This design comes from an exercise in tuning for small area, a short achievable clock period and few clock cycles per item on the open sky130 flow, not from production work.
At most, simulation tests tie the RTL to the original design; equivalence was not proved.
Power is estimated from default activity; no workload was simulated.

==> module sliding_window_extremum_detector, before the edit <==
module sliding_window_extremum_detector
(
  input  logic                           clk,
  input  logic                           rst,
  input  logic                           in_valid,
  output logic                           in_ready,
  input  logic                           kind,
  input  logic signed [swx_pkg::PRICE_BITS-1:0]   price,
  input  logic signed [swx_pkg::STAMP_BITS-1:0]   stamp,
  output logic                           out_valid,
  input  logic                           out_ready,
  output logic [swx_pkg::VERDICT_BITS-1:0]        verdict,
  output logic signed [swx_pkg::PRICE_BITS-1:0]   price_out,
  output logic signed [swx_pkg::STAMP_BITS-1:0]   stamp_out,
  input  logic                           cfg_we,
  input  logic [swx_pkg::HALF_BITS-1:0]           cfg_data
);
  localparam int PB    = swx_pkg::PRICE_BITS;
  localparam int NPAST = 2 * swx_pkg::MAX_HALF_WINDOW;    
  logic [swx_pkg::HALF_BITS-1:0] half_window;
  logic [swx_pkg::HALF_BITS-1:0] half_clamped;
  logic [PB-1:0]                 win [NPAST];     
  logic [NPAST:0]                count;
  logic [NPAST-1:0]              cap_mask;        
  logic [NPAST-1:0]              cap_clamped;     
  logic                          s1_valid;
  logic                          s1_fresh;        
  logic [swx_pkg::STAMP_BITS-1:0] s1_stamp;
  logic [swx_pkg::VERDICT_BITS-1:0] s1_kept;
  logic [NPAST-1:0]              cmp_hi_lower;
  logic [NPAST-1:0]              cmp_hi_higher;
  logic [NPAST-1:0]              cmp_lo_lower;
  logic [NPAST-1:0]              cmp_lo_higher;
  logic                          s1_move;
  logic                          s1_free;         
  logic                          s1_busy;         
  logic                          take;            
  logic                          s1_valid_n;
  logic                          out_valid_n;
  logic                          accept;
  logic                          tick;
  logic                          clear;
  logic                          report;
  logic [NPAST-1:0]              hi_lower;
  logic [NPAST-1:0]              hi_higher;
  logic [NPAST-1:0]              lo_lower;
  logic [NPAST-1:0]              lo_higher;
  logic [NPAST-1:0]              held;
  logic [NPAST-1:0]              lower;
  logic [NPAST-1:0]              higher;
  logic [swx_pkg::VERDICT_BITS-1:0] judged;
  logic [swx_pkg::VERDICT_BITS-1:0] s1_verdict;
  logic [NPAST*PB-1:0]           past;
  assign s1_move  = !out_valid || out_ready;
  assign in_ready = s1_free || out_ready;
  assign take     = in_valid && (!s1_busy || out_ready);
  assign accept   = take;
  assign tick     = take && (kind == swx_pkg::KIND_TICK);
  assign clear    = take && (kind == swx_pkg::KIND_CLEAR);
  always_comb begin
    report = 1'b0;
    for (int k = 1; k <= swx_pkg::MAX_HALF_WINDOW; k++) begin
      if (int'(half_window) == k) begin
        report = count[k-1];
      end
    end
  end
  always_comb begin
    for (int k = 0; k < NPAST; k++) begin
      cap_clamped[k] = (k < 2 * int'(half_clamped));
    end
  end
  always_comb begin
    priority if (cfg_data == '0) begin
      half_clamped = swx_pkg::HALF_BITS'(1);
    end else if (cfg_data > swx_pkg::HALF_BITS'(swx_pkg::MAX_HALF_WINDOW)) begin
      half_clamped = swx_pkg::HALF_BITS'(swx_pkg::MAX_HALF_WINDOW);
    end else begin
      half_clamped = cfg_data;
    end
  end
  assign held   = count[NPAST:1] & cap_mask;
  assign lower  = held & (cmp_hi_lower  | (~cmp_hi_higher & cmp_lo_lower));
  assign higher = held & (cmp_hi_higher | (~cmp_hi_lower  & cmp_lo_higher));
  always_comb begin
    if (lower == '0) begin
      judged = swx_pkg::VERDICT_MINIMA;
    end else if (higher == '0) begin
      judged = swx_pkg::VERDICT_MAXIMA;
    end else begin
      judged = swx_pkg::VERDICT_REGULAR;
    end
  end
  assign s1_verdict = s1_fresh ? judged : s1_kept;
  assign s1_valid_n  = (!s1_busy || out_ready) ? (tick && report) : s1_valid;
  assign out_valid_n = s1_move ? s1_valid : out_valid;
  always_ff @(posedge clk) begin
    if (rst) begin
      half_window <= swx_pkg::HALF_BITS'(1);
      cap_mask    <= NPAST'(3);
      count       <= '0;
      s1_valid    <= 1'b0;
      s1_fresh    <= 1'b0;
      s1_free     <= 1'b1;
      s1_busy     <= 1'b0;
      out_valid   <= 1'b0;
    end else begin
      if (cfg_we) begin
        half_window <= half_clamped;
        cap_mask    <= cap_clamped;
        count       <= '0;
      end else if (clear) begin
        count       <= '0;
      end else if (tick) begin
        count       <= {count[NPAST-1:0], 1'b1};
      end
      s1_valid  <= s1_valid_n;
      out_valid <= out_valid_n;
      s1_free   <= !(s1_valid_n && out_valid_n);
      s1_busy   <= s1_valid_n && out_valid_n;
      s1_fresh  <= !s1_busy || out_ready;
    end
  end
  always_ff @(posedge clk) begin
    if (take) begin
      win[0] <= price;
      for (int k = 1; k < NPAST; k++) begin
        win[k] <= win[k-1];
      end
    end
    cmp_hi_lower  <= hi_lower;
    cmp_hi_higher <= hi_higher;
    cmp_lo_lower  <= lo_lower;
    cmp_lo_higher <= lo_higher;
    s1_kept       <= s1_verdict;
    if (!s1_busy || out_ready) begin
      s1_stamp <= stamp;
    end
    if (s1_move) begin
      verdict   <= s1_verdict;
      price_out <= win[0];
      stamp_out <= s1_stamp;
    end
  end
  always_comb begin
    for (int k = 0; k < NPAST; k++) begin
      past[k*PB +: PB] = win[k];
    end
  end
  swx_judge #(
    .N (NPAST)
  ) u_judge (
    .now       (price),
    .past      (past),
    .hi_lower  (hi_lower),
    .hi_higher (hi_higher),
    .lo_lower  (lo_lower),
    .lo_higher (lo_higher)
  );
endmodule
clock: 5.0 ns
lec_check: 0
abc_clock_period_in_ps: 2400
cap_margin: 20
core_margin: 2
core_utilization: 55
setup_slack_margin: 2.6
slew_margin: 20
run.sh (not shown) runs the stock make flow with config.mk's settings and CLKGATE_MAP_FILE= SYNTH_SCRIPT=/design/flow/synth_recipe.tcl, a recipe that flattens the netlist after the stock synthesis.
Testbench counts at the start, summed over its fixed seeds: cycles 9,680, items 9,600.
Next try:
--- a/flow/design.v
+++ b/flow/design.v
@@ -92,5 +92,4 @@
   logic [NPAST:0]                count;
   logic [NPAST-1:0]              cap_mask;        
-  logic [NPAST-1:0]              cap_clamped;     
   logic                          s1_valid;
   logic                          s1_fresh;        
@@ -102,9 +101,4 @@
   logic [NPAST-1:0]              cmp_lo_higher;
   logic                          s1_move;
-  logic                          s1_free;         
-  logic                          s1_busy;         
-  logic                          take;            
-  logic                          s1_valid_n;
-  logic                          out_valid_n;
   logic                          accept;
   logic                          tick;
@@ -122,9 +116,8 @@
   logic [NPAST*PB-1:0]           past;
   assign s1_move  = !out_valid || out_ready;
-  assign in_ready = s1_free || out_ready;
-  assign take     = in_valid && (!s1_busy || out_ready);
-  assign accept   = take;
-  assign tick     = take && (kind == swx_pkg::KIND_TICK);
-  assign clear    = take && (kind == swx_pkg::KIND_CLEAR);
+  assign in_ready = !s1_valid || s1_move;
+  assign accept   = in_valid && in_ready;
+  assign tick     = accept && (kind == swx_pkg::KIND_TICK);
+  assign clear    = accept && (kind == swx_pkg::KIND_CLEAR);
   always_comb begin
     report = 1'b0;
@@ -137,5 +130,5 @@
   always_comb begin
     for (int k = 0; k < NPAST; k++) begin
-      cap_clamped[k] = (k < 2 * int'(half_clamped));
+      cap_mask[k] = (k < 2 * int'(half_window));
     end
   end
@@ -162,20 +155,14 @@
   end
   assign s1_verdict = s1_fresh ? judged : s1_kept;
-  assign s1_valid_n  = (!s1_busy || out_ready) ? (tick && report) : s1_valid;
-  assign out_valid_n = s1_move ? s1_valid : out_valid;
   always_ff @(posedge clk) begin
     if (rst) begin
       half_window <= swx_pkg::HALF_BITS'(1);
-      cap_mask    <= NPAST'(3);
       count       <= '0;
       s1_valid    <= 1'b0;
       s1_fresh    <= 1'b0;
-      s1_free     <= 1'b1;
-      s1_busy     <= 1'b0;
       out_valid   <= 1'b0;
     end else begin
       if (cfg_we) begin
         half_window <= half_clamped;
-        cap_mask    <= cap_clamped;
         count       <= '0;
       end else if (clear) begin
@@ -184,13 +171,15 @@
         count       <= {count[NPAST-1:0], 1'b1};
       end
-      s1_valid  <= s1_valid_n;
-      out_valid <= out_valid_n;
-      s1_free   <= !(s1_valid_n && out_valid_n);
-      s1_busy   <= s1_valid_n && out_valid_n;
-      s1_fresh  <= !s1_busy || out_ready;
+      if (in_ready) begin
+        s1_valid <= tick && report;
+      end
+      s1_fresh <= in_ready;
+      if (s1_move) begin
+        out_valid <= s1_valid;
+      end
     end
   end
   always_ff @(posedge clk) begin
-    if (take) begin
+    if (tick) begin
       win[0] <= price;
       for (int k = 1; k < NPAST; k++) begin
@@ -203,5 +192,5 @@
     cmp_lo_higher <= lo_higher;
     s1_kept       <= s1_verdict;
-    if (!s1_busy || out_ready) begin
+    if (in_ready) begin
       s1_stamp <= stamp;
     end
After rerunning:
- The changed run completed with no timing, DRC or antenna violations
- cell area went down by 2.8%
- via count drops by 1.6%
- first-iteration DRC count fell by 1.9%
- combinational power came out lower by 19%
- cell count went down by 0.76%
- sequential cell count went down by 16
- hold slack stays flat
- setup slack is worse by 160 ps
- wire length decreases by 3.7%
- total power goes down by 4.6%
- critical path depth fell by 2
- count of clock-buffer cells in the layout went down by 4
- global-route usage shrinks by 0.49 points
- die area drops by 1.2%
Function not checked in the second run of this note: the RTL went through the layout flow alone.


The RTL this note starts from:
==> flow/design.v <==
package swx_pkg;
  localparam int MAX_HALF_WINDOW = 15;
  localparam int HALF_BITS       = 4;
  localparam int RING_DEPTH      = 2 * MAX_HALF_WINDOW + 1;
  localparam int SLOT_BITS       = $clog2(RING_DEPTH + 1);
  localparam int PRICE_BITS      = 32;
  localparam int STAMP_BITS      = 64;
  localparam int VERDICT_BITS    = 2;
  localparam logic [VERDICT_BITS-1:0] VERDICT_REGULAR = 2'd0;
  localparam logic [VERDICT_BITS-1:0] VERDICT_MINIMA  = 2'd1;
  localparam logic [VERDICT_BITS-1:0] VERDICT_MAXIMA  = 2'd2;
  localparam logic KIND_TICK  = 1'b0;
  localparam logic KIND_CLEAR = 1'b1;
  typedef struct packed {
    logic start;
    logic cmp_en;
  } judge_ctrl_t;
endpackage
module swx_ram #(
  parameter int WIDTH = 32,
  parameter int DEPTH = 31
) (
  input  logic                     clk,
  input  logic                     we,
  input  logic [$clog2(DEPTH)-1:0] waddr,
  input  logic [WIDTH-1:0]         wdata,
  input  logic                     re,
  input  logic [$clog2(DEPTH)-1:0] raddr,
  output logic [WIDTH-1:0]         rdata
);
  logic [WIDTH-1:0] mem [DEPTH];
  always_ff @(posedge clk) begin
    if (we) begin
      mem[waddr] <= wdata;
    end
    if (re) begin
      rdata <= mem[raddr];
    end
  end
endmodule
module swx_judge #(
  parameter int N = 30
) (
  input  logic signed [swx_pkg::PRICE_BITS-1:0]   now,
  input  logic [N*swx_pkg::PRICE_BITS-1:0]        past,
  output logic [N-1:0]                            hi_lower,
  output logic [N-1:0]                            hi_higher,
  output logic [N-1:0]                            lo_lower,
  output logic [N-1:0]                            lo_higher
);
  localparam int PB = swx_pkg::PRICE_BITS;
  localparam int HB = PB / 2;
  logic signed [HB-1:0] now_hi;
  logic        [HB-1:0] now_lo;
  logic signed [HB-1:0] x_hi [N];
  logic        [HB-1:0] x_lo [N];
  assign now_hi = now[PB-1:HB];
  assign now_lo = now[HB-1:0];
  always_comb begin
    for (int k = 0; k < N; k++) begin
      x_hi[k]      = past[k*PB+HB +: HB];
      x_lo[k]      = past[k*PB +: HB];
      hi_lower[k]  = x_hi[k] < now_hi;
      hi_higher[k] = x_hi[k] > now_hi;
      lo_lower[k]  = x_lo[k] < now_lo;
      lo_higher[k] = x_lo[k] > now_lo;
    end
  end
endmodule
module sliding_window_extremum_detector
(
  input  logic                           clk,
  input  logic                           rst,
  input  logic                           in_valid,
  output logic                           in_ready,
  input  logic                           kind,
  input  logic signed [swx_pkg::PRICE_BITS-1:0]   price,
  input  logic signed [swx_pkg::STAMP_BITS-1:0]   stamp,
  output logic                           out_valid,
  input  logic                           out_ready,
  output logic [swx_pkg::VERDICT_BITS-1:0]        verdict,
  output logic signed [swx_pkg::PRICE_BITS-1:0]   price_out,
  output logic signed [swx_pkg::STAMP_BITS-1:0]   stamp_out,
  input  logic                           cfg_we,
  input  logic [swx_pkg::HALF_BITS-1:0]           cfg_data
);
  localparam int PB    = swx_pkg::PRICE_BITS;
  localparam int NPAST = 2 * swx_pkg::MAX_HALF_WINDOW;    
  logic [swx_pkg::HALF_BITS-1:0] half_window;
  logic [swx_pkg::HALF_BITS-1:0] half_clamped;
  logic [PB-1:0]                 win [NPAST];     
  logic [NPAST:0]                count;
  logic [NPAST-1:0]              cap_mask;        
  logic [NPAST-1:0]              cap_clamped;     
  logic                          s1_valid;
  logic                          s1_fresh;        
  logic [swx_pkg::STAMP_BITS-1:0] s1_stamp;
  logic [swx_pkg::VERDICT_BITS-1:0] s1_kept;
  logic [NPAST-1:0]              cmp_hi_lower;
  logic [NPAST-1:0]              cmp_hi_higher;
  logic [NPAST-1:0]              cmp_lo_lower;
  logic [NPAST-1:0]              cmp_lo_higher;
  logic                          s1_move;
  logic                          s1_free;         
  logic                          s1_valid_n;
  logic                          out_valid_n;
  logic                          accept;
  logic                          tick;
  logic                          clear;
  logic                          report;
  logic [NPAST-1:0]              hi_lower;
  logic [NPAST-1:0]              hi_higher;
  logic [NPAST-1:0]              lo_lower;
  logic [NPAST-1:0]              lo_higher;
  logic [NPAST-1:0]              held;
  logic [NPAST-1:0]              lower;
  logic [NPAST-1:0]              higher;
  logic [swx_pkg::VERDICT_BITS-1:0] judged;
  logic [swx_pkg::VERDICT_BITS-1:0] s1_verdict;
  logic [NPAST*PB-1:0]           past;
  assign s1_move  = !out_valid || out_ready;
  assign in_ready = s1_free || out_ready;
  assign accept   = in_valid && in_ready;
  assign tick     = accept && (kind == swx_pkg::KIND_TICK);
  assign clear    = accept && (kind == swx_pkg::KIND_CLEAR);
  always_comb begin
    report = 1'b0;
    for (int k = 1; k <= swx_pkg::MAX_HALF_WINDOW; k++) begin
      if (int'(half_window) == k) begin
        report = count[k-1];
      end
    end
  end
  always_comb begin
    for (int k = 0; k < NPAST; k++) begin
      cap_clamped[k] = (k < 2 * int'(half_clamped));
    end
  end
  always_comb begin
    priority if (cfg_data == '0) begin
      half_clamped = swx_pkg::HALF_BITS'(1);
    end else if (cfg_data > swx_pkg::HALF_BITS'(swx_pkg::MAX_HALF_WINDOW)) begin
      half_clamped = swx_pkg::HALF_BITS'(swx_pkg::MAX_HALF_WINDOW);
    end else begin
      half_clamped = cfg_data;
    end
  end
  assign held   = count[NPAST:1] & cap_mask;
  assign lower  = held & (cmp_hi_lower  | (~cmp_hi_higher & cmp_lo_lower));
  assign higher = held & (cmp_hi_higher | (~cmp_hi_lower  & cmp_lo_higher));
  always_comb begin
    if (lower == '0) begin
      judged = swx_pkg::VERDICT_MINIMA;
    end else if (higher == '0) begin
      judged = swx_pkg::VERDICT_MAXIMA;
    end else begin
      judged = swx_pkg::VERDICT_REGULAR;
    end
  end
  assign s1_verdict = s1_fresh ? judged : s1_kept;
  assign s1_valid_n  = in_ready ? (tick && report) : s1_valid;
  assign out_valid_n = s1_move ? s1_valid : out_valid;
  always_ff @(posedge clk) begin
    if (rst) begin
      half_window <= swx_pkg::HALF_BITS'(1);
      cap_mask    <= NPAST'(3);
      count       <= '0;
      s1_valid    <= 1'b0;
      s1_fresh    <= 1'b0;
      s1_free     <= 1'b1;
      out_valid   <= 1'b0;
    end else begin
      if (cfg_we) begin
        half_window <= half_clamped;
        cap_mask    <= cap_clamped;
        count       <= '0;
      end else if (clear) begin
        count       <= '0;
      end else if (tick) begin
        count       <= {count[NPAST-1:0], 1'b1};
      end
      s1_valid  <= s1_valid_n;
      out_valid <= out_valid_n;
      s1_free   <= !(s1_valid_n && out_valid_n);
      s1_fresh  <= in_ready;
    end
  end
  always_ff @(posedge clk) begin
    if (tick) begin
      win[0] <= price;
      for (int k = 1; k < NPAST; k++) begin
        win[k] <= win[k-1];
      end
    end
    cmp_hi_lower  <= hi_lower;
    cmp_hi_higher <= hi_higher;
    cmp_lo_lower  <= lo_lower;
    cmp_lo_higher <= lo_higher;
    s1_kept       <= s1_verdict;
    if (in_ready) begin
      s1_stamp <= stamp;
    end
    if (s1_move) begin
      verdict   <= s1_verdict;
      price_out <= win[0];
      stamp_out <= s1_stamp;
    end
  end
  always_comb begin
    for (int k = 0; k < NPAST; k++) begin
      past[k*PB +: PB] = win[k];
    end
  end
  swx_judge #(
    .N (NPAST)
  ) u_judge (
    .now       (price),
    .past      (past),
    .hi_lower  (hi_lower),
    .hi_higher (hi_higher),
    .lo_lower  (lo_lower),
    .lo_higher (lo_higher)
  );
endmodule
export LEC_CHECK = 0
export ABC_CLOCK_PERIOD_IN_PS = 2400
export CAP_MARGIN = 20
export CORE_MARGIN = 2
export CORE_UTILIZATION = 55
export SETUP_SLACK_MARGIN = 2.6
export SLEW_MARGIN = 20
create_clock -name core_clock -period 5.0 [get_ports {clk}]
Next try:
--- a/flow/design.v
+++ b/flow/design.v
@@ -44,9 +44,9 @@
   input  logic signed [swx_pkg::PRICE_BITS-1:0]   now,
   input  logic [N*swx_pkg::PRICE_BITS-1:0]        past,
   output logic [N-1:0]                            hi_lower,
-  output logic [N-1:0]                            hi_higher,
+  output logic [N-1:0]                            hi_equal,
   output logic [N-1:0]                            lo_lower,
-  output logic [N-1:0]                            lo_higher
+  output logic [N-1:0]                            lo_equal
 );
   localparam int PB = swx_pkg::PRICE_BITS;
   localparam int HB = PB / 2;
@@ -61,9 +61,9 @@
       x_hi[k]      = past[k*PB+HB +: HB];
       x_lo[k]      = past[k*PB +: HB];
       hi_lower[k]  = x_hi[k] < now_hi;
-      hi_higher[k] = x_hi[k] > now_hi;
+      hi_equal[k]  = x_hi[k] == now_hi;
       lo_lower[k]  = x_lo[k] < now_lo;
-      lo_higher[k] = x_lo[k] > now_lo;
+      lo_equal[k]  = x_lo[k] == now_lo;
     end
   end
 endmodule
@@ -97,11 +97,13 @@
   logic [swx_pkg::STAMP_BITS-1:0] s1_stamp;
   logic [swx_pkg::VERDICT_BITS-1:0] s1_kept;
   logic [NPAST-1:0]              cmp_hi_lower;
-  logic [NPAST-1:0]              cmp_hi_higher;
+  logic [NPAST-1:0]              cmp_hi_equal;
   logic [NPAST-1:0]              cmp_lo_lower;
-  logic [NPAST-1:0]              cmp_lo_higher;
+  logic [NPAST-1:0]              cmp_lo_equal;
   logic                          s1_move;
   logic                          s1_free;         
+  logic                          s1_busy;         
+  logic                          take;            
   logic                          s1_valid_n;
   logic                          out_valid_n;
   logic                          accept;
@@ -109,9 +111,9 @@
   logic                          clear;
   logic                          report;
   logic [NPAST-1:0]              hi_lower;
-  logic [NPAST-1:0]              hi_higher;
+  logic [NPAST-1:0]              hi_equal;
   logic [NPAST-1:0]              lo_lower;
-  logic [NPAST-1:0]              lo_higher;
+  logic [NPAST-1:0]              lo_equal;
   logic [NPAST-1:0]              held;
   logic [NPAST-1:0]              lower;
   logic [NPAST-1:0]              higher;
@@ -120,9 +122,10 @@
   logic [NPAST*PB-1:0]           past;
   assign s1_move  = !out_valid || out_ready;
   assign in_ready = s1_free || out_ready;
-  assign accept   = in_valid && in_ready;
-  assign tick     = accept && (kind == swx_pkg::KIND_TICK);
-  assign clear    = accept && (kind == swx_pkg::KIND_CLEAR);
+  assign take     = in_valid && (!s1_busy || out_ready);
+  assign accept   = take;
+  assign tick     = take && (kind == swx_pkg::KIND_TICK);
+  assign clear    = take && (kind == swx_pkg::KIND_CLEAR);
   always_comb begin
     report = 1'b0;
     for (int k = 1; k <= swx_pkg::MAX_HALF_WINDOW; k++) begin
@@ -146,8 +149,9 @@
     end
   end
   assign held   = count[NPAST:1] & cap_mask;
-  assign lower  = held & (cmp_hi_lower  | (~cmp_hi_higher & cmp_lo_lower));
-  assign higher = held & (cmp_hi_higher | (~cmp_hi_lower  & cmp_lo_higher));
+  assign lower  = held & (cmp_hi_lower | (cmp_hi_equal & cmp_lo_lower));
+  assign higher = held & (~(cmp_hi_lower | cmp_hi_equal) |
+                          (cmp_hi_equal & ~(cmp_lo_lower | cmp_lo_equal)));
   always_comb begin
     if (lower == '0) begin
       judged = swx_pkg::VERDICT_MINIMA;
@@ -158,7 +162,7 @@
     end
   end
   assign s1_verdict = s1_fresh ? judged : s1_kept;
-  assign s1_valid_n  = in_ready ? (tick && report) : s1_valid;
+  assign s1_valid_n  = (!s1_busy || out_ready) ? (tick && report) : s1_valid;
   assign out_valid_n = s1_move ? s1_valid : out_valid;
   always_ff @(posedge clk) begin
     if (rst) begin
@@ -168,6 +172,7 @@
       s1_valid    <= 1'b0;
       s1_fresh    <= 1'b0;
       s1_free     <= 1'b1;
+      s1_busy     <= 1'b0;
       out_valid   <= 1'b0;
     end else begin
       if (cfg_we) begin
@@ -182,22 +187,23 @@
       s1_valid  <= s1_valid_n;
       out_valid <= out_valid_n;
       s1_free   <= !(s1_valid_n && out_valid_n);
-      s1_fresh  <= in_ready;
+      s1_busy   <= s1_valid_n && out_valid_n;
+      s1_fresh  <= !s1_busy || out_ready;
     end
   end
   always_ff @(posedge clk) begin
-    if (tick) begin
+    if (take) begin
       win[0] <= price;
       for (int k = 1; k < NPAST; k++) begin
         win[k] <= win[k-1];
       end
     end
-    cmp_hi_lower  <= hi_lower;
-    cmp_hi_higher <= hi_higher;
-    cmp_lo_lower  <= lo_lower;
-    cmp_lo_higher <= lo_higher;
+    cmp_hi_lower <= hi_lower;
+    cmp_hi_equal <= hi_equal;
+    cmp_lo_lower <= lo_lower;
+    cmp_lo_equal <= lo_equal;
     s1_kept       <= s1_verdict;
-    if (in_ready) begin
+    if (!s1_busy || out_ready) begin
       s1_stamp <= stamp;
     end
     if (s1_move) begin
@@ -216,9 +222,9 @@
   ) u_judge (
     .now       (price),
     .past      (past),
-    .hi_lower  (hi_lower),
-    .hi_higher (hi_higher),
-    .lo_lower  (lo_lower),
-    .lo_higher (lo_higher)
+    .hi_lower (hi_lower),
+    .hi_equal (hi_equal),
+    .lo_lower (lo_lower),
+    .lo_equal (lo_equal)
   );
 endmodule
=>
- The changed run produced a clean layout
- design area falls by a few percent
- worst setup slack gets better by 0.20 ns
- core utilization falls by 2.0 points
- cell count barely changes
- clock skew hardly moves
- sequential cell count rises by 1
- via count falls slightly
- die area falls slightly
- first-iteration DRC count falls slightly
- total power rises by a few percent
- fmax rises by a little under a tenth
- clock-buffer cell count rises by 8
- global-route usage falls by 1.3 points
- register-to-register slack gets better by 0.19 ns
Testbench counts after the change, summed over its fixed seeds: cycles 9,680, items 9,600.
For the first run of this note, only the layout was checked, not whether the RTL still works.

-- separate check: timing with driven ports --
How much do the figures lean on ideal ports? The routed layouts below were timed once more, with nothing changed but the port constraints.
Step 1 assumes that a clkbuf_16 drives the clock port and a buf_2 every other input.
Step 2 adds t to the input delays and takes it off the output delays; t is the mean of the earliest and latest rising clock arrival at the registers after step 1. Input paths then give back, and output paths get back, about the clock's delay inside the block.
Slacks: ideal ports / drivers / drivers and shift; pairs: ideal ports / drivers.
| run | shift t [ns] | setup slack, ns | worst data-port slew with drivers (ns) | cell pins on the clock port's net |
|---|---|---|---|---|
| the first run of note 1 | 0.820 | 2.564 / 2.516 / 1.814 | 0.09 | 1 |
| the second run of note 1 | 0.815 | 2.400 / 2.357 / 1.829 | 0.07 | 1 |
| the first run of note 2 | 0.804 | 2.343 / 2.302 / 1.861 | 0.06 | 1 |
| the second run of note 2 | 0.800 | 2.548 / 2.499 / 1.828 | 0.07 | 1 |
After both steps every run listed still meets setup and hold. The setup slack of the first run of note 1, which loses most, moves by -0.048 ns with the drivers and by -0.750 ns with both steps.
